Background: an optimization exercise with open tools, aiming at small area, a short achievable clock period and few clock cycles per item. Do not read the settings as production practice. At most, simulation tests tie the RTL to the original design; equivalence was not proved. For runs 1 and 2, only the layout was checked, not whether the RTL still works. Power is estimated from default activity; no workload was simulated.

===== standard.sh =====
#!/bin/bash
# synth_recipe.tcl (not shown) runs the flow's synth.tcl, then flattens the netlist and writes it again
# the make line also repeats each setting of config.mk as NAME=value (left out here)
make -C /OpenROAD-flow-scripts/flow DESIGN_CONFIG=/design/flow/config.mk WORK_HOME=/design/flow/orfs CLKGATE_MAP_FILE= SYNTH_SCRIPT=/design/flow/synth_recipe.tcl "${@:-finish}"

===== design.v =====
`timescale 1ns/10ps
package rename_pkg;
    localparam int arch_regs = 32;
    localparam int phys_regs = 64;
    localparam int rob_depth = 16;
    localparam int xlen      = 32;
    typedef logic [4:0]      arch_reg_t;
    typedef logic [5:0]      phys_reg_t;
    typedef logic [3:0]      rob_id_t;
    typedef logic [xlen-1:0] pc_t;
endpackage
`timescale 1ns/10ps
module recovery_ctrl (
    input  logic clk,
    input  logic rst_n,
    input  logic flush,
    output logic started,
    output logic recover
);
    always_ff @(posedge clk or negedge rst_n) begin
        if (!rst_n) started <= 1'b0;
        else        started <= 1'b1;
    end
    assign recover = flush || !started;
endmodule
`timescale 1ns/10ps
module walk_counter (
    input  logic                clk,
    input  logic                rst_n,
    input  rename_pkg::rob_id_t reset_value,
    input  logic                step,
    input  logic                load,
    input  rename_pkg::rob_id_t load_value,
    output rename_pkg::rob_id_t value
);
    always_ff @(posedge clk or negedge rst_n) begin
        if (!rst_n)     value <= reset_value;
        else if (load)  value <= load_value;
        else if (step)  value <= value + rename_pkg::rob_id_t'(1);
    end
endmodule
`timescale 1ns/10ps
module alias_table (
    input  logic [rename_pkg::arch_regs-1:1] gen,
    input  logic [rename_pkg::arch_regs-1:1] pend,
    input  rename_pkg::arch_reg_t lookup_rs1,
    input  rename_pkg::arch_reg_t lookup_rs2,
    input  rename_pkg::arch_reg_t write_rd,
    input  logic                  commit_valid,
    input  rename_pkg::arch_reg_t commit_rd,
    output rename_pkg::phys_reg_t map_rs1,
    output rename_pkg::phys_reg_t map_rs2,
    output rename_pkg::phys_reg_t free_phys,
    output logic                  rd_busy
);
    logic [rename_pkg::arch_regs-1:0] spec_gen;
    logic [rename_pkg::arch_regs-1:0] free_gen;
    logic [rename_pkg::arch_regs-1:0] busy;
    logic                             rd_commit;
    assign spec_gen = {gen ^ pend, 1'b0};
    assign free_gen = {~(gen ^ pend), 1'b0};
    assign busy     = {pend, 1'b0};
    assign map_rs1   = {spec_gen[lookup_rs1], lookup_rs1};
    assign map_rs2   = {spec_gen[lookup_rs2], lookup_rs2};
    assign free_phys = {free_gen[write_rd], write_rd};
    assign rd_commit = commit_valid && (commit_rd == write_rd);
    assign rd_busy   = busy[write_rd] && !rd_commit;
endmodule
`timescale 1ns/10ps
module free_list (
    input  logic                  clk,
    input  logic                  rst_n,
    input  logic                  recover,
    input  logic                  rat_write,
    input  rename_pkg::arch_reg_t write_rd,
    input  logic                  commit_valid,
    input  rename_pkg::arch_reg_t commit_rd,
    input  rename_pkg::phys_reg_t commit_phys,
    output logic [rename_pkg::arch_regs-1:1] gen,
    output logic [rename_pkg::arch_regs-1:1] pend
);
    always_ff @(posedge clk or negedge rst_n) begin
        if (!rst_n) begin
            gen  <= '0;
        end else begin
            for (int i = 1; i < rename_pkg::arch_regs; i++)
                if (commit_valid && commit_rd == rename_pkg::arch_reg_t'(i))
                    gen[i] <= commit_phys[5];
        end
    end
    always_ff @(posedge clk) begin
            for (int i = 1; i < rename_pkg::arch_regs; i++) begin
                if (recover)
                    pend[i] <= 1'b0;
                else if (rat_write && write_rd == rename_pkg::arch_reg_t'(i))
                    pend[i] <= 1'b1;
                else if (commit_valid && commit_rd == rename_pkg::arch_reg_t'(i))
                    pend[i] <= 1'b0;
            end
    end
endmodule
`timescale 1ns/10ps
module rob_id_alloc (
    input  logic                clk,
    input  logic                rst_n,
    input  logic                flush,
    input  logic                alloc,
    input  logic                commit_valid,
    output rename_pkg::rob_id_t last_id,
    output logic                id_free
);
    rename_pkg::rob_id_t head;
    walk_counter u_head (
        .clk         (clk),
        .rst_n       (rst_n),
        .reset_value (4'd0),
        .step        (commit_valid),
        .load        (1'b0),
        .load_value  (4'd0),
        .value       (head)
    );
    walk_counter u_last (
        .clk         (clk),
        .rst_n       (rst_n),
        .reset_value (4'd15),
        .step        (alloc),
        .load        (flush),
        .load_value  (commit_valid ? head : head - rename_pkg::rob_id_t'(1)),
        .value       (last_id)
    );
    assign id_free = (last_id - head) != rename_pkg::rob_id_t'(rename_pkg::rob_depth - 2);
endmodule
`timescale 1ns/10ps
module rename_stage (
    input  logic                  clk,
    input  logic                  rst_n,
    input  logic                  flush,
    input  logic                  in_valid,
    input  rename_pkg::pc_t       in_pc,
    input  rename_pkg::arch_reg_t in_rd,
    output logic                  in_ready,
    output logic                  out_valid,
    input  logic                  out_ready,
    output rename_pkg::pc_t       out_pc,
    output rename_pkg::phys_reg_t out_phys_rs1,
    output rename_pkg::phys_reg_t out_phys_rs2,
    output rename_pkg::phys_reg_t out_phys_rd,
    input  rename_pkg::phys_reg_t map_rs1,
    input  rename_pkg::phys_reg_t map_rs2,
    input  rename_pkg::phys_reg_t free_phys,
    input  logic                  rd_busy,
    input  logic                  id_free,
    output logic                  alloc,
    output logic                  rat_write
);
    logic need_rd;
    logic slot_open;
    assign need_rd   = (in_rd != '0);
    assign slot_open = !out_valid || out_ready;
    assign in_ready  = id_free && slot_open && !rd_busy;
    assign alloc     = in_valid && in_ready && !flush;
    assign rat_write = in_valid && id_free && slot_open && need_rd;
    always_ff @(posedge clk or negedge rst_n) begin
        if (!rst_n) begin
            out_valid <= 1'b0;
        end else if (flush) begin
            out_valid <= 1'b0;
        end else if (alloc) begin
            out_valid <= 1'b1;
        end else if (out_ready) begin
            out_valid <= 1'b0;
        end
    end
    always_ff @(posedge clk) begin
        if (slot_open) begin
            out_pc       <= in_pc;
            out_phys_rs1 <= map_rs1;
            out_phys_rs2 <= map_rs2;
            out_phys_rd  <= free_phys;
        end
    end
endmodule
`timescale 1ns/10ps
module rename_top (
    input  logic                  clk,
    input  logic                  rst_n,
    input  logic                  in_valid,
    input  rename_pkg::pc_t       in_pc,
    input  rename_pkg::arch_reg_t in_rs1,
    input  rename_pkg::arch_reg_t in_rs2,
    input  rename_pkg::arch_reg_t in_rd,
    output logic                  in_ready,
    output logic                  out_valid,
    input  logic                  out_ready,
    output rename_pkg::pc_t       out_pc,
    output rename_pkg::phys_reg_t out_phys_rs1,
    output rename_pkg::phys_reg_t out_phys_rs2,
    output rename_pkg::phys_reg_t out_phys_rd,
    output rename_pkg::rob_id_t   out_rob_id,
    input  logic                  commit_valid,
    input  rename_pkg::arch_reg_t commit_rd,
    input  rename_pkg::phys_reg_t commit_phys,
    input  logic                  flush
);
    logic                  recover;
    rename_pkg::phys_reg_t map_rs1;
    rename_pkg::phys_reg_t map_rs2;
    rename_pkg::phys_reg_t free_phys;
    logic                  rd_busy;
    logic                  alloc;
    logic                  rat_write;
    logic                  id_free;
    logic [rename_pkg::arch_regs-1:1] gen;
    logic [rename_pkg::arch_regs-1:1] pend;
    logic                  started;
    logic                  id_ok;
    recovery_ctrl u_recovery_ctrl (
        .clk     (clk),
        .rst_n   (rst_n),
        .flush   (flush),
        .started (started),
        .recover (recover)
    );
    free_list u_free_list (
        .clk          (clk),
        .rst_n        (rst_n),
        .recover      (recover),
        .rat_write    (rat_write),
        .write_rd     (in_rd),
        .commit_valid (commit_valid),
        .commit_rd    (commit_rd),
        .commit_phys  (commit_phys),
        .gen          (gen),
        .pend         (pend)
    );
    alias_table u_alias_table (
        .gen        (gen),
        .pend       (pend),
        .lookup_rs1 (in_rs1),
        .lookup_rs2 (in_rs2),
        .write_rd   (in_rd),
        .commit_valid (commit_valid),
        .commit_rd  (commit_rd),
        .map_rs1    (map_rs1),
        .map_rs2    (map_rs2),
        .free_phys  (free_phys),
        .rd_busy    (rd_busy)
    );
    rob_id_alloc u_rob_id_alloc (
        .clk          (clk),
        .rst_n        (rst_n),
        .flush        (flush),
        .alloc        (alloc),
        .commit_valid (commit_valid),
        .last_id      (out_rob_id),
        .id_free      (id_free)
    );
    assign id_ok = id_free && started;
    rename_stage u_rename_stage (
        .clk          (clk),
        .rst_n        (rst_n),
        .flush        (flush),
        .in_valid     (in_valid),
        .in_pc        (in_pc),
        .in_rd        (in_rd),
        .in_ready     (in_ready),
        .out_valid    (out_valid),
        .out_ready    (out_ready),
        .out_pc       (out_pc),
        .out_phys_rs1 (out_phys_rs1),
        .out_phys_rs2 (out_phys_rs2),
        .out_phys_rd  (out_phys_rd),
        .map_rs1      (map_rs1),
        .map_rs2      (map_rs2),
        .free_phys    (free_phys),
        .rd_busy      (rd_busy),
        .id_free      (id_ok),
        .alloc        (alloc),
        .rat_write    (rat_write)
    );
endmodule

===== constraint.sdc =====
create_clock -name core_clock -period 5.5 [get_ports {clk}]
set_input_delay 1.1000 -clock core_clock [delete_from_list [all_inputs] [get_ports {clk}]]
set_output_delay 1.1000 -clock core_clock [all_outputs]
set_load 0.01 [all_outputs]

===== flow/run.sh =====
#!/bin/bash
# The standard layout, with the resizer free to change a cell's footprint,
# port buffers made of buf_1 cells (the resizer upsizes those that need it)
# and a clock tree of small clock buffers with no dummy loads.
set -euo pipefail
bash standard.sh MATCH_CELL_FOOTPRINT=0 \
    "BUFFER_PORTS_ARGS=-buffer_cell sky130_fd_sc_hd__buf_1" \
    "CTS_ARGS=-sink_clustering_enable -repair_clock_nets -sink_clustering_size 20 -sink_clustering_max_diameter 80 -buf_list {sky130_fd_sc_hd__clkbuf_4 sky130_fd_sc_hd__clkbuf_8} -dont_use_dummy_load" \
    finish > standard_flow.log 2>&1

===== config.mk =====
export PLATFORM = sky130hd
export DESIGN_NAME = rename_top
export DESIGN_NICKNAME = rename_top
export VERILOG_FILES = /design/flow/design.v
export SDC_FILE = /design/flow/constraint.sdc
export NUM_CORES = 4
export LEC_CHECK = 0
export CAP_MARGIN = 20
export CORE_MARGIN = 2
export CORE_UTILIZATION = 50
export SETUP_SLACK_MARGIN = 2.5
export SLEW_MARGIN = 20

==> results of run 1 <==
worst paths after layout:
kind / from / depth (start not counted) / end
worst max-delay path: in_rd[1] / 8 / in_ready
worst min-delay path: u_free_list.pend[11] / 2 / u_free_list.pend[11]
worst max register to register: u_rob_id_alloc.u_last.value[2] / 7 / u_free_list.pend[13]
worst min register to register: u_free_list.pend[11] / 2 / u_free_list.pend[11]
max in group asynchronous: rst_n / 2 / u_free_list.gen[28]
min in group asynchronous: rst_n / 2 / u_rob_id_alloc.u_head.value[1]
metrics by stage:
| step | cells | hold slack [ns] | power, mW |
|---|---|---|---|
| global placement | 751 | 0.466 | 1.75 |
| CTS | 777 | 0.481 | 2.36 |
| finish | 781 | 0.483 | 2.35 |
| floorplan | 516 | 0.454 | 1.59 |
| detailed placement | 751 | 0.473 | 1.77 |
| global route | 781 | 0.501 | 2.46 |
synth_stat cells (all sizes together) (12+ instances only):
library cell / instances / area (um^2)
buf: 14 / 90.1
nand2: 54 / 203
dfxtp: 31 / 621
edfxtp: 50 / 1500
nor2b: 12 / 75.1
a32oi: 19 / 166
dfrtp: 37 / 926
mux4: 25 / 567
mux2: 33 / 372
a21oi: 25 / 129
clkbuf: 21 / 80.1
nor2: 42 / 168
xnor2: 34 / 298
routing by layer:
layer  wire length (um)  GRT usage (%)  vias up
met5                  0              0        -
met4                420           10.8        0
met3               1540           6.75       35
met2               7200           37.1      265
met1               7040           35.0     2271
li1                   -              -     2133
power by group:
| part | switching (mW) | internal [mW] |
|---|---|---|
| registers | 0.0864 | 1.08 |
| clock network | 0.298 | 0.270 |
| logic | 0.324 | 0.295 |
cell type report:
| type | instances | share of cell area, % |
|---|---|---|
| flip-flops and latches | 122 | 44.2 |
| repair buffers | 135 | 9.51 |
| clock buffers | 17 | 3.28 |
| inverters | 9 | 0.474 |
| well taps | 147 | 2.58 |
| multi-input cells | 351 | 40.0 |
what timing repair did:
action | in CTS | in global routing
resized for setup | 23 | 6
pin swaps | 3 | 4
setup endpoints to repair | 19 | 27
gates cloned | 2 | 1
endpoints found under the hold margin | 0 | 0
setup buffers | 7 | 3
state kept, by name, summed over array words and instances, names as in the netlist:
name / flops
u_rename_stage.out_pc: 32
u_free_list.gen: 31
u_rename_stage.out_phys_rs2: 6
u_rob_id_alloc.u_last.value: 4
u_rename_stage.out_phys_rs1: 6
u_rename_stage.out_phys_rd: 6
u_rename_stage.out_valid: 1
u_recovery_ctrl.started: 1
u_rob_id_alloc.u_head.value: 4
u_free_list.pend: 31
worst max-delay path: stages:
cell      delay [ns]
buf_6           0.12
buf_12          0.14
mux2_4          0.31
a221oi_4        0.24
a311oi_2        0.10
o31a_2          0.40
a21oi_4         0.13
buf_6           0.11
kinds of logic (layout without fill, tap and decap cells):
kind of cell | Yosys count | in the layout
multiplexers | 69 | 69
AND/OR/NAND/NOR | 156 | 157
flip-flops | 122 | 122
buffers and inverters | 44 | 161
AO/OA/AOI/OAI | 75 | 75
other | 1 | 1
XOR/XNOR | 43 | 43
adder cells (fa/ha/maj) | 6 | 6
==> out/metrics.cfg, run 1 <==
[finish]
final_cell_mix=buf_1, nand2_1, edfxtp_1
drive_gt1_share_pct=18.6
fin_area_mm2=0.00713
multi_input_area_mm2=0.00285
seq_area_mm2=0.00315
n_fill_cell=1030
utilization_pct=59.4
final_common_cell=buf_1
syn2layout_area_growth_pct=16.3
antenna_cells=0
layout.nets=706

[sta]
setup_tns_ns=0
hold_viol=0
rsz0062_at_grt=true
skew_ns=0.0161
worstMarginPinSlew_ns=0.900
clock.fmax_ghz=0.267
max_slew_margin_pct=39.8
setup_viol=0
drv_slew=0
finalCritPeriodShare_pct=68.1
period_needed_ns=3.75
fin_ws_ns=1.75

[setup_path]
cp-end-kind=primary output
cp.required_ns=4.40
worstPathArrival_ns=2.65
reg2reg_slack_ns=2.78
cp_max_fo=5
worstSetupPathType=in2out
startpoint_type=primary input

[grt]
grt_max_degree=53
antenna_found_initial=0
grt.total_usage_pct=25.0
grt_overflow_total=0
grt_pass1_vias=4469
grt_pass1_wl_um=24400

[worst_hold_path]
hold_path.class=reg2reg

[synthesis]
yosysSeqAreaShare_pct=51.4
synth_nets=586
synth_top_family_by_area=multiplexers
synthCells=516
yosys.area_share.adder_pct=1.22
yosys_warnings=5
synth_mux_area_share_pct=17.1
synth_cell_types=53
synthSimpleGateAreaFrac_pct=12.0
ys_ff_latch=122
synth_compound_gate_area_share_pct=8.53
synth_xor_area_share_pct=6.39
synth_area_mm2=0.00613
async_flop_share_pct=33.6
synth-edff-count=50
ys.flop_type=edfxtp_1
avgSynthCellArea_um2=11.9

[floorplanning]
dieArea_mm2=0.0132
fp.coreArea_mm2=0.0120
die-height_um=115
io_pins=120
row_count=40
die_w_um=115
start_util_pct=51.1

[routing]
routed_wirelength_um=16200
firstDrtPassIters=5
vias=4704
route.detailed.drc=0
vias_per_cell=6.02
post_drt_wl_per_cell_um=20.7
drt_iter0_markers=437
antenna_left=0

[place]
portBuffers=114
routabilityCongestion=0.879
dp_hpwl_um=10700
dpl_cell_area_mm2=0.00669
preCtsSetupSlack_ns=1.06

[clock_network]
clock_sinks=122
clock_latency_ns=0.45
htreeDepth=4
tritoncts=done
ctsHoldBuffers=0
cts.path.max_buffers=2
cts_root_buffer=clkbuf_8
path_clk_slew_ns=0.06
cts_buffers=17

[outcome]
status=no timing/DRC/antenna violations

[pwr]
peakVddDrop_v=0.000194
p_per_area_mw_per_mm2=329
p_leak_nw=2.56

[job]
drv_cap=0

==> run 2, diff against run 1 <==
--- a/design.v
+++ b/design.v
@@ -63,8 +63,18 @@
     assign map_rs1   = {spec_gen[lookup_rs1], lookup_rs1};
     assign map_rs2   = {spec_gen[lookup_rs2], lookup_rs2};
     assign free_phys = {free_gen[write_rd], write_rd};
+    logic [3:0] rd_lo;
+    logic [7:0] rd_hi;
+    logic [7:0] group_busy;
+    always_comb begin
+        for (int j = 0; j < 4; j++) rd_lo[j] = (write_rd[1:0] == 2'(j));
+        for (int g = 0; g < 8; g++) begin
+            rd_hi[g]      = (write_rd[4:2] == 3'(g));
+            group_busy[g] = |(busy[4*g +: 4] & rd_lo);
+        end
+    end
     assign rd_commit = commit_valid && (commit_rd == write_rd);
-    assign rd_busy   = busy[write_rd] && !rd_commit;
+    assign rd_busy   = |(group_busy & rd_hi) && !rd_commit;
 endmodule
 `timescale 1ns/10ps
 module free_list (
@@ -85,7 +95,7 @@
         end else begin
             for (int i = 1; i < rename_pkg::arch_regs; i++)
                 if (commit_valid && commit_rd == rename_pkg::arch_reg_t'(i))
-                    gen[i] <= commit_phys[5];
+                    gen[i] <= !gen[i];
         end
     end
     always_ff @(posedge clk) begin
==> run 2 against run 1 <==
  * Still clean on timing, DRC and antenna
  * Clock skew rose by 0.0067 ns
  * Total power rose by 18%
  * Sequential power grew 13%
  * Combinational power is 45% higher
  * Global-route usage is 0.77 points higher
  * Clock-buffer cell count unchanged
  * Synthesized cell count increased by 5.2%
  * Cell area shrank 0.47%
  * Synthesized area decreased by 0.43%
  * Critical path depth fell by 1
  * Critical path type unchanged
  * Largest cell class unchanged
==> out/metrics.cfg, run 2 <==
[synthesis]
async_flop_share_pct=33.6  ; unchanged
yosys.area.top_type=edfxtp_1
synth_area_mm2=0.00611  ; -0.43%
ys.flop_type=edfxtp_1
synth_top_cells_by_area=edfxtp_1, dfrtp_1, dfxtp_1
synth_most_common_cell=nor2_1
yosysSeqAreaShare_pct=51.6  ; +0.22 points
synth_cell_types=59  ; +11%
synth-edff-count=50  ; unchanged
ys_ff_latch=122  ; unchanged
synth_top_area_share_pct=24.6  ; +0.11 points
synth_nets=613  ; +4.6%
synthCells=543  ; +5.2%
avgSynthCellArea_um2=11.2  ; -5.4%
yosys_warnings=6  ; +1
synthTopCellsByCount=nor2_1, edfxtp_1, nand2_1, xnor2_1, dfrtp_1

[finish]
layout.nets=733  ; +3.8%
syn2layout_area_growth_pct=16.3  ; about the same
antenna_cells=0  ; unchanged
drive_gt1_share_pct=12.4  ; -6.2 points
largest_register_ffs=32  ; unchanged
reg_top3=u_rename_stage.out_pc (32), u_free_list.gen (31), u_free_list.pend (31)
utilization_pct=59.4  ; about the same
final_cell_mix=buf_1, nor2_1, xnor2_1, edfxtp_1, nand2_1
n_fill_cell=1035  ; +0.49%
fin_cells=808  ; +3.5%
fin_area_mm2=0.00710  ; -0.47%
top_register=u_rename_stage.out_pc
final_common_cell=buf_1

[grt]
grt_max_degree=53  ; unchanged
grt_pass1_wl_um=25200  ; +3.4%
grt.total_usage_pct=25.8  ; +0.77 points
grt_overflow_total=0  ; unchanged
grt_pass1_vias=4518  ; +1.1%
antenna_found_initial=0  ; unchanged

[routing]
vias_per_cell=5.80  ; -3.6%
vias=4689  ; -0.32%
route.detailed.drc=0  ; unchanged
routed_wirelength_um=16200  ; -0.26%
firstDrtPassIters=5  ; unchanged
antenna_left=0  ; unchanged
post_drt_wl_per_cell_um=20.0  ; -3.6%
drt_iter0_markers=337  ; -23%

[sta]
finalCritPeriodShare_pct=68.1  ; about the same
hold_viol=0  ; unchanged
worstMarginPinSlew_ns=0.925  ; +0.0255 ns
clock.fmax_ghz=0.267  ; about the same
max_slew_margin_pct=38.2  ; -1.6 points
skew_ns=0.0228  ; +0.00668 ns
setup_tns_ns=0  ; unchanged
setup_viol=0  ; unchanged
period_needed_ns=3.75  ; -0.000130 ns
rsz0062_at_grt=true
fin_ws_ns=1.75  ; +0.000130 ns
hold_ws_ns=0.491  ; +0.00798 ns
drv_slew=0  ; unchanged

[pwr]
power.share.switching_pct=33.9  ; +3.7 points
pwr-share-seq_pct=47.1  ; -2.4 points
internal-power_mw=1.83  ; +12%
power_mw=2.77  ; +18%
p_leak_nw=2.63  ; +2.7%
p_per_area_mw_per_mm2=391  ; +19%
p_comb_share_pct=32.4  ; +6.1 points
p_switching_mw=0.940  ; +33%
peakVddDrop_v=0.000225  ; +16%
clkPwrFrac_pct=20.5  ; -3.7 points

[setup_path]
worstSetupPathType=in2out
startpoint_type=primary input
worstPathArrival_ns=2.65  ; about the same
cp_max_fo=5  ; unchanged
cp-end-kind=primary output
cp.required_ns=4.40  ; about the same

[place]
dp_hpwl_um=11100  ; +3.5%
preCtsSetupSlack_ns=1.26  ; +0.199 ns
placed_cells_incl_taps=778  ; +3.6%
routabilityCongestion=0.903  ; +2.8%
portBuffers=113  ; -0.88%
dpl_cell_area_mm2=0.00665  ; -0.51%

[floorplanning]
row_count=40  ; unchanged
io_pins=120  ; unchanged
die_w_um=115  ; -0.21%
start_util_pct=51.0  ; about the same
die-height_um=115  ; -0.21%
dieArea_mm2=0.0131  ; -0.42%
fp.coreArea_mm2=0.0120  ; -0.42%

[clock_network]
cts_root_buffer=clkbuf_8
tritoncts=done
clock_latency_ns=0.45  ; about the same
ctsHoldBuffers=0  ; unchanged
cts_buffers=17  ; unchanged
clock_sinks=122  ; unchanged
cts.path.max_buffers=2  ; unchanged
htreeDepth=4  ; unchanged
path_clk_slew_ns=0.05  ; about the same

[job]
drv_cap=0  ; unchanged

[worst_hold_path]
hold_path.class=reg2reg

[outcome]
status=no timing/DRC/antenna violations

-- run 2: critical path, cell delays in order --
cell	delay [ns]
buf_16	0.13
mux2i_4	0.19
mux4_2	0.48
or3b_4	0.41
nand4_4	0.13
a21oi_4	0.06
buf_6	0.14
-- run 2: worst paths after layout --
check | slack (ns) | cells after the start | end | from
hold / removal | 0.49 | 1 | u_free_list.gen[12] | u_free_list.gen[12]
max in group asynchronous | 4.34 | 2 | u_free_list.gen[15] | rst_n
setup / recovery | 1.75 | 7 | in_ready | in_rd[1]
min in group asynchronous | 0.74 | 2 | u_free_list.gen[9] | rst_n
hold reg to reg | 0.49 | 1 | u_free_list.gen[12] | u_free_list.gen[12]
setup reg to reg | 2.76 | 8 | u_free_list.pend[5] | u_rob_id_alloc.u_last.value[2]
-- run 2: cell type report --
class / count / area [um^2] / area share (%)
timing repair buffer: 132 / 641 / 9.02
multi-input combinational: 379 / 2850 / 40.1
sequential: 122 / 3150 / 44.4
tap: 147 / 184 / 2.59
inverter: 11 / 43.8 / 0.617
clock buffer: 17 / 234 / 3.30
-- run 2: logic make-up after synthesis --
family / after synthesis / share of synthesized area (%)
other: 1 / 0.0614
XOR/XNOR: 76 / 11.1
buffers and inverters: 43 / 3.09
multiplexers: 39 / 9.32
AO/OA/AOI/OAI: 87 / 10.6
AND/OR/NAND/NOR: 169 / 12.9
flip-flops: 122 / 51.6
adder cells (fa/ha/maj): 6 / 1.23
-- run 2: what timing repair did --
action | in CTS | in global routing
gates resized for setup | 21 | 5
pin swaps | 4 | 1
buffers inserted | 8 | 2
endpoints found under the setup margin | 32 | 28
cloned | 2 | 1
-- run 2: power by group through the flow --
stage / combinational (mW) / clock (mW) / sequential, mW
floorplan: 0.596 / 0 / 1.33
global placement: 0.849 / 0 / 1.32
detailed placement: 0.866 / 0 / 1.32
CTS: 0.885 / 0.584 / 1.31
global route: 0.981 / 0.617 / 1.33
finish: 0.898 / 0.568 / 1.31
-- run 2: routing by layer --
layer	GRT usage, %	wire, um
met4	8.05	279
met3	7.83	1280
met1	35.2	7280
met2	39.7	7320
met5	0	0
==> run 3, diff against run 2 <==
--- a/design.v
+++ b/design.v
@@ -95,7 +95,7 @@
         end else begin
             for (int i = 1; i < rename_pkg::arch_regs; i++)
                 if (commit_valid && commit_rd == rename_pkg::arch_reg_t'(i))
-                    gen[i] <= !gen[i];
+                    gen[i] <= commit_phys[5];
         end
     end
     always_ff @(posedge clk) begin
--- a/config.mk
+++ b/config.mk
@@ -7,6 +7,6 @@
 export LEC_CHECK = 0
 export CAP_MARGIN = 20
 export CORE_MARGIN = 2
-export CORE_UTILIZATION = 50
+export CORE_UTILIZATION = 60
 export SETUP_SLACK_MARGIN = 2.5
 export SLEW_MARGIN = 20
==> run 3 against run 2 <==
  * Still clean
  * Wire length fell by 5.3%
  * Clock skew about the same
  * First-iteration DRC count is 42% higher
  * Total power fell by 17%
  * Critical path type unchanged
  * Critical endpoint unchanged
  * Largest power group unchanged
  * Highest routed layer unchanged
==> out/metrics.cfg, run 3 <==
[outcome]
status=no timing/DRC/antenna violations

[setup_path]
crit_path_cell_trace=buf_12, mux4_2, mux2_4, a32oi_4, a31oi_4, and2b_1, buf_2
startpoint_type=primary input
worst-path-buf-inv=2  ; unchanged
worstPathArrival_ns=2.74  ; +0.09 ns
critPathTopFamily=multiplexers
worstSetupPathType=in2out
cp.required_ns=4.40  ; about the same
cp-end-kind=primary output
slowest_delay_ns=0.52  ; +0.04 ns
cp_max_fo=5  ; unchanged
crit_slowest_cell=mux4_2

[sta]
clock.fmax_ghz=0.261  ; -2.3%
drv_slew=0  ; unchanged
max_slew_margin_pct=35.8  ; -2.4 points
setup_tns_ns=0  ; unchanged
rsz0062_at_grt=true
setup_viol=0  ; unchanged
worstMarginPinSlew_ns=0.961  ; +0.0360 ns
skew_ns=0.0223  ; -0.000445 ns
fin_ws_ns=1.66  ; -0.0896 ns
finalCritPeriodShare_pct=69.8  ; +1.6 points
hold_viol=0  ; unchanged
period_needed_ns=3.84  ; +0.0896 ns

[finish]
top_register=u_rename_stage.out_pc
syn2layout_area_growth_pct=16.0
n_fill_cell=729  ; -30%
drive_gt1_share_pct=18.1  ; +5.7 points
layout.nets=712  ; -2.9%
reg_top3=u_rename_stage.out_pc (32), u_free_list.gen (31), u_free_list.pend (31)
antenna_cells=0  ; unchanged
final_common_cell=buf_1
largest_register_ffs=32  ; unchanged
fin_area_mm2=0.00701  ; -1.3%
final_cell_mix=buf_1, nand2_1, nor2_1

[floorplanning]
row_count=36  ; -10%
fp.coreArea_mm2=0.00977  ; -18%
io_pins=120  ; unchanged
die_w_um=104  ; -8.9%
start_util_pct=61.8  ; +11 points
dieArea_mm2=0.0109  ; -17%
die-height_um=104  ; -8.9%

[clock_network]
cts_root_buffer=clkbuf_8
clock_latency_ns=0.44  ; about the same
ctsHoldBuffers=0  ; unchanged
tritoncts=done
htreeDepth=4  ; unchanged
cts_buffers=17  ; unchanged
cts.path.max_buffers=2  ; unchanged
clock_sinks=122  ; unchanged
path_clk_slew_ns=0.06  ; about the same

[place]
dp_hpwl_um=10800  ; -2.5%
routabilityCongestion=0.944  ; +4.6%
dpl_cell_area_mm2=0.00656  ; -1.4%
preCtsSetupSlack_ns=1.06  ; -0.205 ns
portBuffers=114  ; +0.88%

[synthesis]
synth_most_common_cell=nand2_1
yosys.area.top_type=edfxtp_1
synth_top_area_share_pct=24.8  ; +0.26 points
async_flop_share_pct=33.6  ; unchanged
synth_nets=594  ; -3.1%
avgSynthCellArea_um2=11.5  ; +2.5%
ys_ff_latch=122  ; unchanged
ys.flop_type=edfxtp_1
synth_cell_types=50  ; -15%
synthCells=524  ; -3.5%
synth_area_mm2=0.00604  ; -1.0%
yosysSeqAreaShare_pct=52.2  ; +0.55 points
synth_top_cells_by_area=edfxtp_1, dfrtp_1, dfxtp_1
yosys_warnings=6  ; unchanged
synth-edff-count=50  ; unchanged
synthTopCellsByCount=nand2_1, nor2_1, edfxtp_1

[grt]
grt_use_met1_pct=41.1  ; +5.9 points
antenna_found_initial=0  ; unchanged
grt_pass1_wl_um=24200  ; -3.8%
grt.total_usage_pct=29.0  ; +3.2 points
top_usage_layer=met2
grt_pass1_vias=4562  ; +0.97%
grt_max_degree=53  ; unchanged
grt.met2_usage_pct=42.9  ; +3.2 points
grt_overflow_total=0  ; unchanged
met3_usage_pct=6.77  ; -1.1 points

[worst_hold_path]
hold_path.class=reg2reg

[job]
drv_cap=0  ; unchanged

[pwr]
p_per_area_mw_per_mm2=327  ; -16%
peakVddDrop_v=0.000255  ; +13%
p_leak_nw=2.66  ; +0.90%

[routing]
drt_iter0_markers=478  ; +42%
post_drt_wl_per_cell_um=19.8  ; -0.97%
route.detailed.drc=0  ; unchanged
routed_wirelength_um=15300  ; -5.3%
vias=4758  ; +1.5%
firstDrtPassIters=6  ; +1
antenna_left=0  ; unchanged
vias_per_cell=6.16  ; +6.1%

[run 3: cell types whose count changed in the layout (fill, tap and decap cells not counted), moves of 5 or more]
cell and delta:
mux2_2 +31, xnor2_1 -31, a32oi_1 -20, a22oi_1 +19
mux2i_1 -15, nand2_1 +11, mux4_2 +8, nand3_1 -8
nor2_1 -5, o21ai_0 +5, o22ai_1 -5
[run 3: worst reg2reg max path, cell delays in order (launching register included)]
cell     delay [ns]
dfrtp_1        0.46
inv_1          0.07
ha_1           0.20
xor3_1         0.35
o311a_1        0.31
nand2_1        0.54
nor2_1         0.21
a32oi_1        0.26
nor2_1         0.06
[run 3: per-stage QoR]
stage	total power, mW	hold slack (ns)	instances	utilization [%]
final	2.29	0.498	773	71.7
after detailed placement	1.73	0.489	744	67.1
after global routing	2.41	0.532	773	71.7
after CTS	2.29	0.499	767	70.9
after global placement	1.70	0.469	744	67.1
after floorplan	1.55	0.458	524	-
[run 3: final cells by class]
type / count / area (um^2) / share of cell area, %
tap: 133 / 166 / 2.38
timing repair buffer: 131 / 597 / 8.52
sequential: 122 / 3150 / 45.0
clock buffer: 17 / 234 / 3.34
inverter: 14 / 52.6 / 0.750
multi-input combinational: 356 / 2800 / 40.0
[run 3: repair_timing]
item	in CTS	in global routing
resized for setup	28	7
pin swaps	3	2
setup buffers	6	5
setup endpoints to repair	19	22
cloned	0	1
[run 3: final timing paths]
path,startpoint,slack [ns],endpoint,cells after the start
max reg2reg,u_rob_id_alloc.u_head.value[2],2.89,u_free_list.pend[30],8
max,in_rd[1],1.66,in_ready,7
min in group asynchronous,rst_n,0.66,u_free_list.gen[11],1
min,u_free_list.pend[11],0.50,u_free_list.pend[11],2
max in group asynchronous,rst_n,4.45,u_free_list.gen[20],1
min reg2reg,u_free_list.pend[11],0.50,u_free_list.pend[11],2
[run 3: routing by layer]
metal	part of all wire, %	wire length [um]
met4	2.9	449
met1	41	6340
met5	0	0
met3	10	1570
met2	45	6940
[run 3: report_power, final]
group          switching [mW]  internal (mW)
Combinational           0.306          0.271
Sequential             0.0860           1.07
Clock                   0.289          0.270
[run 3: cell families after synthesis]
group | after synthesis | share of synthesized area [%]
buffers and inverters | 47 | 3.09
other | 1 | 0.0621
adders and majority gates | 6 | 1.24
and+or+nand+nor | 161 | 11.8
DFF | 122 | 52.2
AOI/OAI and AO/OA | 81 | 9.34
muxes | 63 | 15.8
xor gates and xnor gates | 43 | 6.48
Testbench counts of run 3, summed over its fixed seeds: cycles 6,724, items 4,096.
==> run 4, diff against run 3 <==
--- a/config.mk
+++ b/config.mk
@@ -7,6 +7,6 @@
 export LEC_CHECK = 0
 export CAP_MARGIN = 20
 export CORE_MARGIN = 2
-export CORE_UTILIZATION = 60
+export CORE_UTILIZATION = 50
 export SETUP_SLACK_MARGIN = 2.5
 export SLEW_MARGIN = 20
==> run 4 against run 3 <==
  * Global-route usage decreased by 3.5 points
  * Clock skew increased by 0.0050 ns
  * Utilization is 13 points lower
  * Critical path type unchanged
  * Total power grew 0.27%
  * Sequential cell count unchanged
  * Setup slack better by 0.047 ns
  * Via count decreased by 3.2%
  * Register-to-register slack got worse by 0.03 ns
  * Hold slack worse by 0.0041 ns
  * Cell count increased by 1.4%
  * Non-clock buffer count decreased by 3
  * Die area grew 19%
==> out/metrics.cfg, run 4 <==
[routing]
routed_wirelength_um=16100  ; +5.1%
vias=4607  ; -3.2%
drt_iter0_markers=480  ; +0.42%
route.detailed.drc=0  ; unchanged
post_drt_wl_per_cell_um=20.5  ; +3.7%
vias_per_cell=5.88  ; -4.5%
firstDrtPassIters=5  ; -1
antenna_left=0  ; unchanged

[worst_hold_path]
worstHoldStart=u_free_list.pend[11]
hold_path_depth=2  ; unchanged
hold_path.class=reg2reg

[sta]
max_slew_margin_pct=34.1  ; -1.7 points
drv_slew=0  ; unchanged
clock.fmax_ghz=0.264  ; +1.2%
period_needed_ns=3.79  ; -0.0473 ns
worstMarginPinSlew_ns=0.987  ; +0.0252 ns
rsz0062_at_grt=true
hold_viol=0  ; unchanged
setup_viol=0  ; unchanged
finalCritPeriodShare_pct=68.9  ; -0.86 points
setup_tns_ns=0  ; unchanged
skew_ns=0.0274  ; +0.00501 ns
fin_ws_ns=1.71  ; +0.0473 ns

[synthesis]
synth_top_cells_by_area=edfxtp_1, dfrtp_1, dfxtp_1
synth_area_mm2=0.00604  ; unchanged
synth_top_area_share_pct=24.8  ; unchanged
ys_ff_latch=122  ; unchanged
yosys_warnings=6  ; unchanged
yosysSeqAreaShare_pct=52.2  ; unchanged
async_flop_share_pct=33.6  ; unchanged
synth_most_common_cell=nand2_1
avgSynthCellArea_um2=11.5  ; unchanged
synth-edff-count=50  ; unchanged
synthTopCellsByCount=nand2_1, nor2_1, edfxtp_1
yosys.area.top_type=edfxtp_1
synthCells=524  ; unchanged
synth_nets=594  ; unchanged
synth_cell_types=50  ; unchanged
ys.flop_type=edfxtp_1

[grt]
grt_pass1_wl_um=24700  ; +1.9%
grt_overflow_total=0  ; unchanged
grt_pass1_vias=4407  ; -3.4%
antenna_found_initial=0  ; unchanged
grt_max_degree=53  ; unchanged
grt.total_usage_pct=25.5  ; -3.5 points

[floorplanning]
dieArea_mm2=0.0130  ; +19%
die-height_um=114  ; +9.2%
fp.coreArea_mm2=0.0119  ; +22%
die_w_um=114  ; +9.2%
start_util_pct=50.7  ; -11 points
io_pins=120  ; unchanged
row_count=40  ; +11%

[place]
routabilityCongestion=0.895  ; -5.3%
preCtsSetupSlack_ns=1.05  ; -0.00986 ns
placed_cells_incl_taps=759  ; +2.0%
portBuffers=114  ; unchanged
dp_hpwl_um=11100  ; +3.1%

[pwr]
p_switching_mw=0.687  ; +0.90%
pwr-share-seq_pct=50.3  ; -0.2 points
p_leak_nw=2.66  ; about the same
internal-power_mw=1.61  ; about the same
power_mw=2.30  ; +0.27%
p_per_area_mw_per_mm2=327  ; -0.21%
peakVddDrop_v=0.000225  ; -12%
power.share.switching_pct=29.9  ; +0.19 points
p_comb_share_pct=25.1  ; about the same
clkPwrFrac_pct=24.7  ; +0.3 points

[finish]
top_register=u_rename_stage.out_pc
drive_gt1_share_pct=18.1  ; -0.072 points
antenna_cells=0  ; unchanged
largest_register_ffs=32  ; unchanged
syn2layout_area_growth_pct=16.5
utilization_pct=59.1  ; -13 points
fin_cells=784  ; +1.4%
final_cell_mix=buf_1, nand2_1, nor2_1
reg_top3=u_rename_stage.out_pc (32), u_free_list.gen (31), u_free_list.pend (31)
final_common_cell=buf_1
layout.nets=709  ; -0.42%

[setup_path]
cp_max_fo=4  ; -1
worstPathArrival_ns=2.69  ; -0.05 ns
startpoint_type=primary input
worstSetupPathType=in2out
cp-end-kind=primary output
r2r_start=u_rob_id_alloc.u_last.value[0]
startpoint=in_rd[0]
cp.required_ns=4.40  ; about the same
r2r_cells=8  ; unchanged

[clock_network]
path_clk_slew_ns=0.07  ; about the same
ctsHoldBuffers=0  ; unchanged
htreeDepth=4  ; unchanged
cts_buffers=17  ; unchanged
cts_root_buffer=clkbuf_8
clock_latency_ns=0.45  ; about the same
tritoncts=done
cts.path.max_buffers=2  ; unchanged
clock_sinks=122  ; unchanged

[outcome]
status=no timing/DRC/antenna violations

[job]
drv_cap=0  ; unchanged

[run 4: power groups by stage]
| stage | clock [mW] | combinational [mW] | sequential, mW |
|---|---|---|---|
| floorplan | 0 | 0.372 | 1.18 |
| global placement | 0 | 0.543 | 1.17 |
| detailed placement | 0 | 0.554 | 1.17 |
| CTS | 0.585 | 0.572 | 1.16 |
| global route | 0.617 | 0.638 | 1.17 |
| finish | 0.568 | 0.576 | 1.16 |
[run 4: area by class of cell]
class                   instances  area [um^2]
clock buffers                  17          234
fillers                      1031         4870
inverters                      14         52.6
multi-input cells             356         2820
flip-flops and latches        122         3150
well taps                     147          184
repair buffers                128          602
[run 4: repair_timing]
action | 4_1_cts | 5_1_grt
gates resized for setup | 30 | 11
pin swaps | 3 | 5
setup endpoints to repair | 23 | 28
endpoints found under the hold margin | 0 | 0
gates cloned | 1 | 1
buffers inserted | 6 | 0
[run 4: per-layer routing]
metal  part of all wire (%)  vias up  routed length, um  GRT usage [%]
met5                      0        -                  0              0
met4                    2.9        0                463           8.46
met2                     44      230               7150           39.0
met3                    8.4       38               1350           7.23
met1                     44     2199               7130           35.1
li1                       -     2140                  -              -
[run 4: path summary, 6_finish.rpt]
path / endpoint / slack (ns)
setup / recovery: in_ready / 1.71
hold / removal: u_free_list.pend[11] / 0.49
setup reg to reg: u_free_list.pend[19] / 2.86
hold reg to reg: u_free_list.pend[11] / 0.49
max in group asynchronous: u_rob_id_alloc.u_head.value[3] / 4.35
min in group asynchronous: u_free_list.gen[10] / 0.74
[run 4: worst max-delay path, cell delays in order]
cell     delay [ns]
buf_4          0.13
buf_12         0.12
mux4_2         0.55
a32oi_1        0.19
a21o_1         0.18
a31oi_4        0.10
and2b_1        0.20
buf_2          0.12
[run 4: logic make-up after synthesis]
family                   Yosys count  share of synthesized area [%]
AND/OR/NAND/NOR                  161                           11.8
flip-flops                       122                           52.2
AO/OA/AOI/OAI                     81                           9.34
multiplexers                      63                           15.8
buffers and inverters             47                           3.09
XOR/XNOR                          43                           6.48
adder cells (fa/ha/maj)            6                           1.24
other                              1                         0.0621
[run 4: through the flow]
step / area [um^2] / hold WS (ns)
detailed placement: 6580 / 0.478
CTS: 6990 / 0.489
global placement: 6580 / 0.471
global route: 7040 / 0.513
finish: 7040 / 0.494
floorplan: 6050 / 0.458
==> run 5, diff against run 4 <==
--- a/config.mk
+++ b/config.mk
@@ -8,5 +8,5 @@
 export CAP_MARGIN = 20
 export CORE_MARGIN = 2
 export CORE_UTILIZATION = 50
-export SETUP_SLACK_MARGIN = 2.5
+export SETUP_SLACK_MARGIN = 1.5
 export SLEW_MARGIN = 20
==> run 5 against run 4 <==
  * Still clean
  * Critical path depth decreased by 1
  * Synthesized cell count unchanged
  * Cell area is 2.5% lower
  * Setup slack worse by 0.14 ns
  * Non-clock buffer count is 5 lower
  * Sequential power hardly changed
  * Via count is 0.65% lower
  * Utilization is 1.5 points lower
  * Critical path type unchanged
==> out/metrics.cfg, run 5 <==
[synthesis]
synth_most_common_cell=nand2_1
synth_nets=594  ; unchanged
synth_area_mm2=0.00604  ; unchanged
avgSynthCellArea_um2=11.5  ; unchanged
synth_top_cells_by_area=edfxtp_1, dfrtp_1, dfxtp_1
ys_ff_latch=122  ; unchanged
async_flop_share_pct=33.6  ; unchanged
synthCells=524  ; unchanged
synth_top_area_share_pct=24.8  ; unchanged
ys.flop_type=edfxtp_1
synth-edff-count=50  ; unchanged
synthTopCellsByCount=nand2_1, nor2_1, edfxtp_1
synth_cell_types=50  ; unchanged
yosys.area.top_type=edfxtp_1
yosysSeqAreaShare_pct=52.2  ; unchanged
yosys_warnings=6  ; unchanged

[place]
routabilityCongestion=0.916  ; +2.4%
preCtsSetupSlack_ns=1.06  ; +0.0106 ns
portBuffers=114  ; unchanged
dp_hpwl_um=11100  ; -0.18%
dpl_cell_area_mm2=0.00659  ; +0.15%

[finish]
final_common_cell=buf_1
final_cell_mix=buf_1, nand2_1, nor2_1
n_fill_cell=1036  ; +0.48%
layout.nets=703  ; -0.85%
seq_area_mm2=0.00315  ; unchanged
largest_register_ffs=32  ; unchanged
drive_gt1_share_pct=15.4  ; -2.7 points
syn2layout_area_growth_pct=13.6
multi_input_area_mm2=0.00272  ; -3.2%
reg_top3=u_rename_stage.out_pc (32), u_free_list.gen (31), u_free_list.pend (31)
fin_area_mm2=0.00687  ; -2.5%
antenna_cells=0  ; unchanged
top_register=u_rename_stage.out_pc

[sta]
max_slew_margin_pct=28.9  ; -5.2 points
skew_ns=0.0324  ; +0.00500 ns
worstMarginPinSlew_ns=1.06  ; +0.0707 ns
finalCritPeriodShare_pct=71.5  ; +2.6 points
drv_slew=0  ; unchanged
setup_tns_ns=0  ; unchanged
fin_ws_ns=1.57  ; -0.141 ns
setup_viol=0  ; unchanged
period_needed_ns=3.93  ; +0.141 ns
rsz0062_at_grt=false
clock.fmax_ghz=0.254  ; -3.6%
hold_viol=0  ; unchanged

[setup_path]
worstPathArrival_ns=2.83  ; +0.14 ns
cp.required_ns=4.40  ; about the same
startpoint_type=primary input
reg2reg_slack_ns=2.60  ; -0.26 ns
worstSetupPathType=in2out
cp_max_fo=8  ; +4
cp-end-kind=primary output

[clock_network]
clock_sinks=122  ; unchanged
clock_latency_ns=0.45  ; about the same
cts_buffers=17  ; unchanged
cts_root_buffer=clkbuf_8
cts.path.max_buffers=2  ; unchanged
htreeDepth=4  ; unchanged
path_clk_slew_ns=0.05  ; -0.02 ns
ctsHoldBuffers=0  ; unchanged
tritoncts=done

[pwr]
internal-power_mw=1.61  ; -0.49%
p_switching_mw=0.670  ; -2.6%
p_per_area_mw_per_mm2=331  ; +1.4%
p_leak_nw=2.60  ; -2.0%
pwr-share-seq_pct=50.7  ; +0.4 points
peakVddDrop_v=0.000210  ; -6.6%
clkPwrFrac_pct=24.6  ; about the same
p_comb_share_pct=24.6  ; -0.5 points
power.share.switching_pct=29.4  ; -0.44 points

[grt]
antenna_found_initial=0  ; unchanged
grt_overflow_total=0  ; unchanged
grt_pass1_wl_um=23800  ; -3.8%
grt_max_degree=52  ; -1.9%
grt.total_usage_pct=24.5  ; -0.99 points
grt_pass1_vias=4322  ; -1.9%

[floorplanning]
io_pins=120  ; unchanged
fp.coreArea_mm2=0.0119  ; unchanged
dieArea_mm2=0.0130  ; unchanged
row_count=40  ; unchanged
die-height_um=114  ; unchanged
start_util_pct=50.7  ; unchanged
die_w_um=114  ; unchanged

[routing]
firstDrtPassIters=5  ; unchanged
vias=4577  ; -0.65%
routed_wirelength_um=15300  ; -5.1%
post_drt_wl_per_cell_um=19.6  ; -4.4%
antenna_left=0  ; unchanged
drt_iter0_markers=544  ; +13%
route.detailed.drc=0  ; unchanged
vias_per_cell=5.88  ; +0.12%

[outcome]
status=no timing/DRC/antenna violations

[job]
drv_cap=0  ; unchanged

[worst_hold_path]
hold_path.class=reg2reg

-- run 5: cell count changes in the layout (fill, tap and decap cells not counted), moves of 2 or more --
| cell | change |
|---|---|
| nor3_1 | +2 |
| o221ai_1 | +2 |
| buf_12 | -2 |
| nor3_2 | -2 |
| nor4_2 | -2 |
| buf_4 | -4 |
| o221ai_2 | -2 |
| nor4_1 | +3 |
-- run 5: worst max-delay path: stages --
cell	delay (ns)
buf_4	0.17
mux4_1	0.55
mux2_2	0.28
a32oi_2	0.26
a31oi_4	0.14
and2b_1	0.21
clkbuf_2	0.12
-- run 5: repair_timing --
action | in CTS | in global routing
resized for setup | 10 | 6
pin swaps | 2 | 1
setup endpoints to repair | 1 | 1
buffers inserted | 1 | 0
-- run 5: routing by layer --
layer	part of all wire, %	track usage, %
met5	0	0
met4	1.6	8.94
met3	7.7	5.63
met2	44	37.1
met1	46	34.6
-- run 5: logic make-up after synthesis --
kind of cell	after synthesis	synth area share (%)
AO/OA/AOI/OAI	81	9.34
XOR/XNOR	43	6.48
adder cells (fa/ha/maj)	6	1.24
buffers and inverters	47	3.09
flip-flops	122	52.2
multiplexers	63	15.8
other	1	0.0621
AND/OR/NAND/NOR	161	11.8
-- run 5: metrics by stage --
| step | std cells | total power, mW | hold slack (ns) | utilization [%] |
|---|---|---|---|---|
| floorplan | 524 | 1.55 | 0.458 | - |
| global placement | 759 | 1.71 | 0.477 | 55.2 |
| detailed placement | 760 | 1.73 | 0.482 | 55.3 |
| CTS | 778 | 2.29 | 0.493 | 57.6 |
| global route | 778 | 2.40 | 0.511 | 57.6 |
| finish | 778 | 2.27 | 0.504 | 57.6 |
-- run 5: path summary, 6_finish.rpt --
kind                                                 from             endpoint  depth (start not counted)
max                                              in_rd[1]             in_ready                          7
min                                   u_free_list.pend[7]  u_free_list.pend[7]                          2
max reg2reg                u_rob_id_alloc.u_last.value[0]  u_free_list.pend[5]                          8
min reg2reg                           u_free_list.pend[7]  u_free_list.pend[7]                          2
max in group asynchronous                           rst_n   u_free_list.gen[7]                          2
min in group asynchronous                           rst_n  u_free_list.gen[26]                          2
-- run 5: power by group through the flow --
stage,logic (mW),clock network [mW],registers [mW]
3_3_place_gp,0.543,0,1.17
3_5_place_dp,0.556,0,1.17
4_1_cts,0.560,0.578,1.15
5_1_grt,0.620,0.613,1.17
6_report,0.561,0.560,1.15
2_1_floorplan,0.372,0,1.18
-- run 5: final cells by class --
type / count / area share, %
flip-flops and latches: 122 / 45.9
multi-input cells: 355 / 39.7
repair buffers: 123 / 7.56
clock buffers: 17 / 3.41
well taps: 147 / 2.68
inverters: 14 / 0.765
==> run 6, diff against run 5 <==
--- a/config.mk
+++ b/config.mk
@@ -7,6 +7,6 @@
 export LEC_CHECK = 0
 export CAP_MARGIN = 20
 export CORE_MARGIN = 2
-export CORE_UTILIZATION = 50
-export SETUP_SLACK_MARGIN = 1.5
+export CORE_UTILIZATION = 45
+export SETUP_SLACK_MARGIN = 1.9
 export SLEW_MARGIN = 20
==> run 6 against run 5 <==
  * Sequential cell count did not move
  * Synthesized area is the same
  * Hold slack got worse by 0.011 ns
  * Utilization is 4.1 points lower
  * Clock skew is 0.017 ns lower
  * Cell count rose by 4.5%
  * Die area grew 11%
  * Critical endpoint unchanged
==> out/metrics.cfg, run 6 <==
[floorplanning]
die-height_um=120  ; +5.2%
die_w_um=120  ; +5.2%
start_util_pct=45.8  ; -4.9 points
row_count=42  ; +5.0%
io_pins=120  ; unchanged
fp.coreArea_mm2=0.0132  ; +11%
dieArea_mm2=0.0144  ; +11%

[setup_path]
cp_max_fo=6  ; -2
worst-path-buf-inv=2  ; unchanged
critPathTopFamily=multiplexers
r2r_cells=7  ; -1
startpoint_type=primary input
worstSetupPathType=in2out
reg2reg_slack_ns=2.59  ; about the same
r2r_end=u_free_list.pend[1]
slowest_delay_ns=0.54  ; about the same
worstPathArrival_ns=2.73  ; -0.10 ns
cp.required_ns=4.40  ; about the same
cp-endpoint=in_ready
cp-end-kind=primary output
r2r_start=u_rename_stage.out_valid
crit_path_cell_trace=buf_16, mux4_2, mux2_4, a32oi_4, a31oi_4, and2b_1, buf_2
startpoint=in_rd[1]
cp.depth=7  ; unchanged
crit_slowest_cell=mux4_2

[pwr]
power_mw=2.28  ; +0.35%
peakVddDrop_v=0.000142  ; -32%
p_leak_nw=2.66  ; +2.2%
p_per_area_mw_per_mm2=323  ; -2.5%

[synthesis]
ys.flop_type=edfxtp_1
synthSimpleGateAreaFrac_pct=11.8  ; unchanged
yosys.area.top_type=edfxtp_1
synth_nets=594  ; unchanged
synthCells=524  ; unchanged
synth_mux_area_share_pct=15.8  ; unchanged
yosys.area_share.adder_pct=1.24  ; unchanged
synth_xor_area_share_pct=6.48  ; unchanged
synth_most_common_cell=nand2_1
synthTopCellsByCount=nand2_1, nor2_1, edfxtp_1
ys_ff_latch=122  ; unchanged
synth-edff-count=50  ; unchanged
yosysSeqAreaShare_pct=52.2  ; unchanged
synth_top_area_share_pct=24.8  ; unchanged
synth_area_mm2=0.00604  ; unchanged
avgSynthCellArea_um2=11.5  ; unchanged
synth_top_family_by_area=multiplexers
synth_cell_types=50  ; unchanged
synth_top_cells_by_area=edfxtp_1, dfrtp_1, dfxtp_1
synth_compound_gate_area_share_pct=9.34  ; unchanged
async_flop_share_pct=33.6  ; unchanged
yosys_warnings=6  ; unchanged

[grt]
grt_pass1_vias=4487  ; +3.8%
antenna_found_initial=0  ; unchanged
grt_overflow_total=0  ; unchanged
grt.total_usage_pct=23.5  ; -0.95 points
grt_max_degree=53  ; +1.9%
grt_pass1_wl_um=25100  ; +5.7%

[finish]
fin_cells=813  ; +4.5%
final_cell_mix=buf_1, nand2_1, nor2_1
antenna_cells=0  ; unchanged
layout.nets=709  ; +0.85%
top_register=u_rename_stage.out_pc
syn2layout_area_growth_pct=16.9
drive_gt1_share_pct=16.8  ; +1.4 points
final_common_cell=buf_1
largest_register_ffs=32  ; unchanged
reg_top3=u_rename_stage.out_pc (32), u_free_list.gen (31), u_free_list.pend (31)
n_fill_cell=1204  ; +16%
utilization_pct=53.6  ; -4.1 points

[sta]
skew_ns=0.0158  ; -0.0166 ns
setup_tns_ns=0  ; unchanged
finalCritPeriodShare_pct=69.6  ; -1.8 points
worstMarginPinSlew_ns=1.00  ; -0.0574 ns
setup_viol=0  ; unchanged
hold_ws_ns=0.493  ; -0.0115 ns
max_slew_margin_pct=33.2  ; +4.3 points
clock.fmax_ghz=0.261  ; +2.7%
drv_slew=0  ; unchanged
hold_viol=0  ; unchanged
rsz0062_at_grt=true
period_needed_ns=3.83  ; -0.102 ns

[clock_network]
cts_buffers=17  ; unchanged
cts.path.max_buffers=2  ; unchanged
cts_root_buffer=clkbuf_8
tritoncts=done
htreeDepth=4  ; unchanged
clock_sinks=122  ; unchanged
clock_latency_ns=0.43  ; -0.02 ns
path_clk_slew_ns=0.05  ; about the same
ctsHoldBuffers=0  ; unchanged

[routing]
route.detailed.drc=0  ; unchanged
vias=4669  ; +2.0%
firstDrtPassIters=5  ; unchanged
routed_wirelength_um=16000  ; +4.6%
post_drt_wl_per_cell_um=19.7  ; about the same
antenna_left=0  ; unchanged
vias_per_cell=5.74  ; -2.4%
drt_iter0_markers=355  ; -35%

[place]
dp_hpwl_um=11300  ; +1.4%
routabilityCongestion=0.913  ; -0.31%
placed_cells_incl_taps=790  ; +3.9%
portBuffers=114  ; unchanged

[job]
drv_cap=0  ; unchanged

[outcome]
status=no timing/DRC/antenna violations

[worst_hold_path]
hold_path.class=reg2reg

-- run 6: cell count changes in the layout (fill, tap and decap cells not counted), sizes merged --
cell  delta
buf      +6
-- run 6: how the worst min path moves through the flow --
stage                        startpoint                  end  cells past startpoint
floorplan           u_free_list.pend[7]  u_free_list.pend[7]                      2
global placement    u_free_list.pend[7]  u_free_list.pend[7]                      2
detailed placement  u_free_list.pend[7]  u_free_list.pend[7]                      2
CTS                 u_free_list.pend[7]  u_free_list.pend[7]                      2
global route        u_free_list.pend[7]  u_free_list.pend[7]                      2
finish              u_free_list.pend[7]  u_free_list.pend[7]                      2
-- run 6: final cells by class --
class	count	area (um^2)	share of cell area [%]
Sequential cell	122	3150	44.6
Multi-Input combinational cell	355	2770	39.2
Timing Repair Buffer	129	639	9.05
Clock buffer	17	234	3.31
Tap cell	176	220	3.12
Inverter	14	52.6	0.744
-- run 6: cell families after synthesis --
group / count (synthesis)
and+or+nand+nor: 161
xor gates and xnor gates: 43
AOI/OAI and AO/OA: 81
DFF: 122
adders and majority gates: 6
muxes: 63
buffers and inverters: 47
other: 1
-- run 6: report_power, final --
group | internal [mW] | switching, mW
clock | 0.270 | 0.288
sequential | 1.07 | 0.0816
combinational | 0.271 | 0.300
-- run 6: routing by layer --
layer	global-route usage [%]	vias to the layer above	part of all wire [%]
met4	9.71	0	3.3
li1	-	2133	-
met3	6.51	35	8.3
met2	35.6	244	45
met1	32.1	2257	44
met5	0	-	0
-- run 6: what timing repair did --
item	in CTS	in global routing
endpoints found under the setup margin	1	1
pin swaps	3	1
resized for setup	25	6
gates cloned	2	0
buffers inserted	4	0
-- run 6: tightest hold or removal path, delay by kind of cell, from the launching register on --
| kind | cells | cell delay [ns] |
|---|---|---|
| compound gates | 1 | 0.06 |
| flops | 1 | 0.33 |
| simple gates | 1 | 0.06 |
-- run 6: metrics by stage --
step                      setup slack, ns  instance area (um^2)
after CTS                            1.60                  7040
after global placement              0.968                  6620
after floorplan                      1.81                  6050
after global routing                 1.63                  7070
final                                1.67                  7070
after detailed placement            0.959                  6640
==> run 7, diff against run 6 <==
--- a/config.mk
+++ b/config.mk
@@ -7,6 +7,7 @@
 export LEC_CHECK = 0
 export CAP_MARGIN = 20
 export CORE_MARGIN = 2
-export CORE_UTILIZATION = 45
+export CORE_UTILIZATION = 50
 export SETUP_SLACK_MARGIN = 1.9
 export SLEW_MARGIN = 20
+export TNS_END_PERCENT = 100
==> run 7 against run 6 <==
  * Sequential share of layout area rose by 0.66 points
  * Critical endpoint unchanged
  * Sequential cell count unchanged
  * Still clean on timing, DRC and antenna
  * Synthesized area did not move
  * Wire length down 2.4%
==> out/metrics.cfg, run 7 <==
[synthesis]
synth_cell_types=50  ; unchanged
synth_top_area_share_pct=24.8  ; unchanged
synth_top_family_by_area=multiplexers
synthTopCellsByCount=nand2_1, nor2_1, edfxtp_1
synth_most_common_cell=nand2_1
synth_mux_area_share_pct=15.8  ; unchanged
synthCells=524  ; unchanged
synth-edff-count=50  ; unchanged
yosys.area.top_type=edfxtp_1
ys.flop_type=edfxtp_1
avgSynthCellArea_um2=11.5  ; unchanged
synth_nets=594  ; unchanged
synthSimpleGateAreaFrac_pct=11.8  ; unchanged
synth_xor_area_share_pct=6.48  ; unchanged
yosys_warnings=6  ; unchanged
synth_area_mm2=0.00604  ; unchanged
ys_ff_latch=122  ; unchanged
synth_top_cells_by_area=edfxtp_1, dfrtp_1, dfxtp_1
async_flop_share_pct=33.6  ; unchanged
yosys.area_share.adder_pct=1.24  ; unchanged
synth_compound_gate_area_share_pct=9.34  ; unchanged
yosysSeqAreaShare_pct=52.2  ; unchanged

[routing]
route.detailed.drc=0  ; unchanged
vias_per_cell=5.87  ; +2.2%
firstDrtPassIters=5  ; unchanged
antenna_left=0  ; unchanged
vias=4591  ; -1.7%
routed_wirelength_um=15600  ; -2.4%
drt_iter0_markers=340  ; -4.2%
post_drt_wl_per_cell_um=19.9  ; +1.4%

[clock_network]
tritoncts=done
cts.path.max_buffers=2  ; unchanged
path_clk_slew_ns=0.06  ; about the same
ctsHoldBuffers=0  ; unchanged
clock_latency_ns=0.44  ; about the same
cts_buffers=17  ; unchanged
cts_root_buffer=clkbuf_8
clock_sinks=122  ; unchanged
htreeDepth=4  ; unchanged

[floorplanning]
fp.coreArea_mm2=0.0119  ; -9.7%
die-height_um=114  ; -5.0%
row_count=40  ; -4.8%
dieArea_mm2=0.0130  ; -9.7%
die_w_um=114  ; -5.0%
start_util_pct=50.7  ; +4.9 points
io_pins=120  ; unchanged

[place]
dpl_cell_area_mm2=0.00659  ; -0.77%
portBuffers=114  ; unchanged
routabilityCongestion=0.963  ; +5.5%
dp_hpwl_um=11500  ; +2.2%

[setup_path]
cp.required_ns=4.40  ; about the same
crit_slowest_cell=mux4_2
cp_max_fo=5  ; -1
startpoint_type=primary input
crit_path_cell_trace=buf_12, mux4_2, mux2_4, a32oi_4, a31oi_4, and2b_1, buf_2
worst-path-buf-inv=2  ; unchanged
cp-end-kind=primary output
critPathTopFamily=multiplexers
slowest_delay_ns=0.52  ; -0.02 ns
worstPathArrival_ns=2.67  ; -0.06 ns
worstSetupPathType=in2out

[sta]
worstMarginPinSlew_ns=0.988  ; -0.0120 ns
setup_tns_ns=0  ; unchanged
skew_ns=0.0225  ; +0.00666 ns
max_slew_margin_pct=33.5  ; +0.33 points
setup_viol=0  ; unchanged
period_needed_ns=3.77  ; -0.0623 ns
rsz0062_at_grt=true
hold_viol=0  ; unchanged
drv_slew=0  ; unchanged
finalCritPeriodShare_pct=68.5  ; -1.1 points
clock.fmax_ghz=0.265  ; +1.7%

[grt]
grt_use_met1_pct=35.4  ; +3.3 points
top_usage_layer=met2
met3_usage_pct=6.43  ; -0.082 points
grt.met2_usage_pct=37.6  ; +2.0 points
grt_pass1_vias=4379  ; -2.4%
grt_pass1_wl_um=24500  ; -2.3%
grt.total_usage_pct=25.2  ; +1.6 points
grt_max_degree=52  ; -1.9%
antenna_found_initial=0  ; unchanged
grt_overflow_total=0  ; unchanged

[finish]
largest_register_ffs=32  ; unchanged
layout.nets=707  ; -0.28%
drive_gt1_share_pct=16.9  ; +0.053 points
fin_area_mm2=0.00696  ; -1.5%
final_common_cell=buf_1
final_cell_mix=buf_1, nand2_1, nor2_1
top_register=u_rename_stage.out_pc
reg_top3=u_rename_stage.out_pc (32), u_free_list.gen (31), u_free_list.pend (31)
antenna_cells=0  ; unchanged
syn2layout_area_growth_pct=15.2

[pwr]
pwr-share-seq_pct=50.4  ; about the same
p_switching_mw=0.679  ; +1.4%
p_comb_share_pct=24.8  ; -0.2 points
p_leak_nw=2.64  ; -0.98%
peakVddDrop_v=0.000211  ; +48%
internal-power_mw=1.61  ; -0.19%
power_mw=2.29  ; +0.28%
clkPwrFrac_pct=24.8  ; +0.4 points
p_per_area_mw_per_mm2=329  ; +1.8%
power.share.switching_pct=29.6  ; +0.33 points

[worst_hold_path]
hold_path.class=reg2reg

[job]
drv_cap=0  ; unchanged

[outcome]
status=no timing/DRC/antenna violations

[run 7: changes by cell type in the layout (fill, tap and decap cells not counted), moves of 2 or more]
cell and change:
buf_4 +4, buf_2 -2, buf_6 +3, clkbuf_16 -2
[run 7: kinds of logic after synthesis]
group | after synthesis
flip-flops | 122
XOR/XNOR | 43
other | 1
multiplexers | 63
buffers and inverters | 47
adder cells (fa/ha/maj) | 6
AND/OR/NAND/NOR | 161
AO/OA/AOI/OAI | 81
[run 7: area by class of cell]
cell class	instances	area, um^2
Clock buffer	17	234
Fill cell	1058	4950
Inverter	14	52.6
Multi-Input combinational cell	355	2760
Sequential cell	122	3150
Tap cell	147	184
Timing Repair Buffer	127	584
[run 7: worst register-to-register path, stage by stage (launching register included)]
cell	delay [ns]
dfrtp_1	0.45
inv_1	0.07
ha_1	0.19
xor3_1	0.28
o311a_1	0.18
nand2_1	0.34
a211oi_1	0.85
nand4_1	0.20
a21oi_1	0.16
[run 7: stage by stage]
step | setup WS, ns | utilization, % | std cells | hold WS (ns)
floorplan | 1.81 | - | 524 | 0.458
global placement | 1.04 | 55.2 | 758 | 0.467
detailed placement | 1.02 | 55.3 | 759 | 0.486
CTS | 1.71 | 58.1 | 782 | 0.494
global route | 1.69 | 58.5 | 782 | 0.508
finish | 1.73 | 58.5 | 782 | 0.495
[run 7: worst paths after layout]
kind                                                      from                              to  slack, ns  cells after the start
worst max-delay path                                  in_rd[1]                        in_ready       1.73                      7
worst min-delay path                       u_free_list.pend[3]             u_free_list.pend[3]       0.49                      2
worst max register to register  u_rob_id_alloc.u_head.value[2]             u_free_list.pend[3]       2.69                      8
worst min register to register             u_free_list.pend[3]             u_free_list.pend[3]       0.49                      2
max in group asynchronous                                rst_n             u_free_list.gen[22]       4.45                      1
min in group asynchronous                                rst_n  u_rob_id_alloc.u_head.value[0]       0.64                      1
[run 7: timing repair]
item,in CTS,in global routing
pin swaps,2,1
buffers inserted,6,0
gates resized for setup,28,9
setup endpoints to repair,1,1
[run 7: power by group through the flow]
stage	clock network [mW]	logic (mW)	registers, mW
2_1_floorplan	0	0.372	1.18
3_3_place_gp	0	0.543	1.17
3_5_place_dp	0	0.557	1.17
4_1_cts	0.585	0.567	1.15
5_1_grt	0.623	0.626	1.17
6_report	0.568	0.567	1.15
[run 7: metal layers]
layer  share of wire (%)  wire [um]  vias up
met4                 2.6        398        0
met2                  44       6890      212
li1                    -          -     2130
met3                 7.3       1150       32
met5                   0          0        -
met1                  46       7150     2217

separate check: timing with driven ports:
The flow's constraints put no driver on any port. The routed layouts listed below were extracted and timed again, unchanged, in two steps. Step 1 sets driving cells, clkbuf_16 on the clock port and buf_2 on the other inputs (assumed; they add their load-dependent delay and slew). Step 2, shift: input delay + t, output delay - t, t = (earliest + latest rising clock arrival at the registers) / 2. This alone moves slack from input paths to output paths. Three values: no drivers, after step 1, after step 2; two values: the first two.
run	t, ns	setup WS [ns]	latest minus earliest clock arrival (ns)	worst register clock-pin slew, ns	cell pins on the clock port's net
run 1	0.474	1.752 / 1.709 / 1.709	0.017 / 0.017	0.07 / 0.07	1
run 2	0.472	1.752 / 1.660 / 1.660	0.024 / 0.024	0.08 / 0.08	1
run 3	0.462	1.663 / 1.596 / 1.596	0.024 / 0.024	0.07 / 0.07	1
run 4	0.472	1.710 / 1.648 / 1.648	0.033 / 0.033	0.08 / 0.08	1
run 5	0.473	1.569 / 1.545 / 1.545	0.033 / 0.033	0.08 / 0.08	1
run 6	0.463	1.670 / 1.498 / 1.498	0.026 / 0.026	0.07 / 0.07	1
run 7	0.471	1.733 / 1.670 / 1.670	0.031 / 0.031	0.08 / 0.08	1
After both steps every run listed still meets setup and hold. For run 6, which loses most, drivers alone change the setup slack by -0.172 ns; drivers and shift together by -0.172 ns.
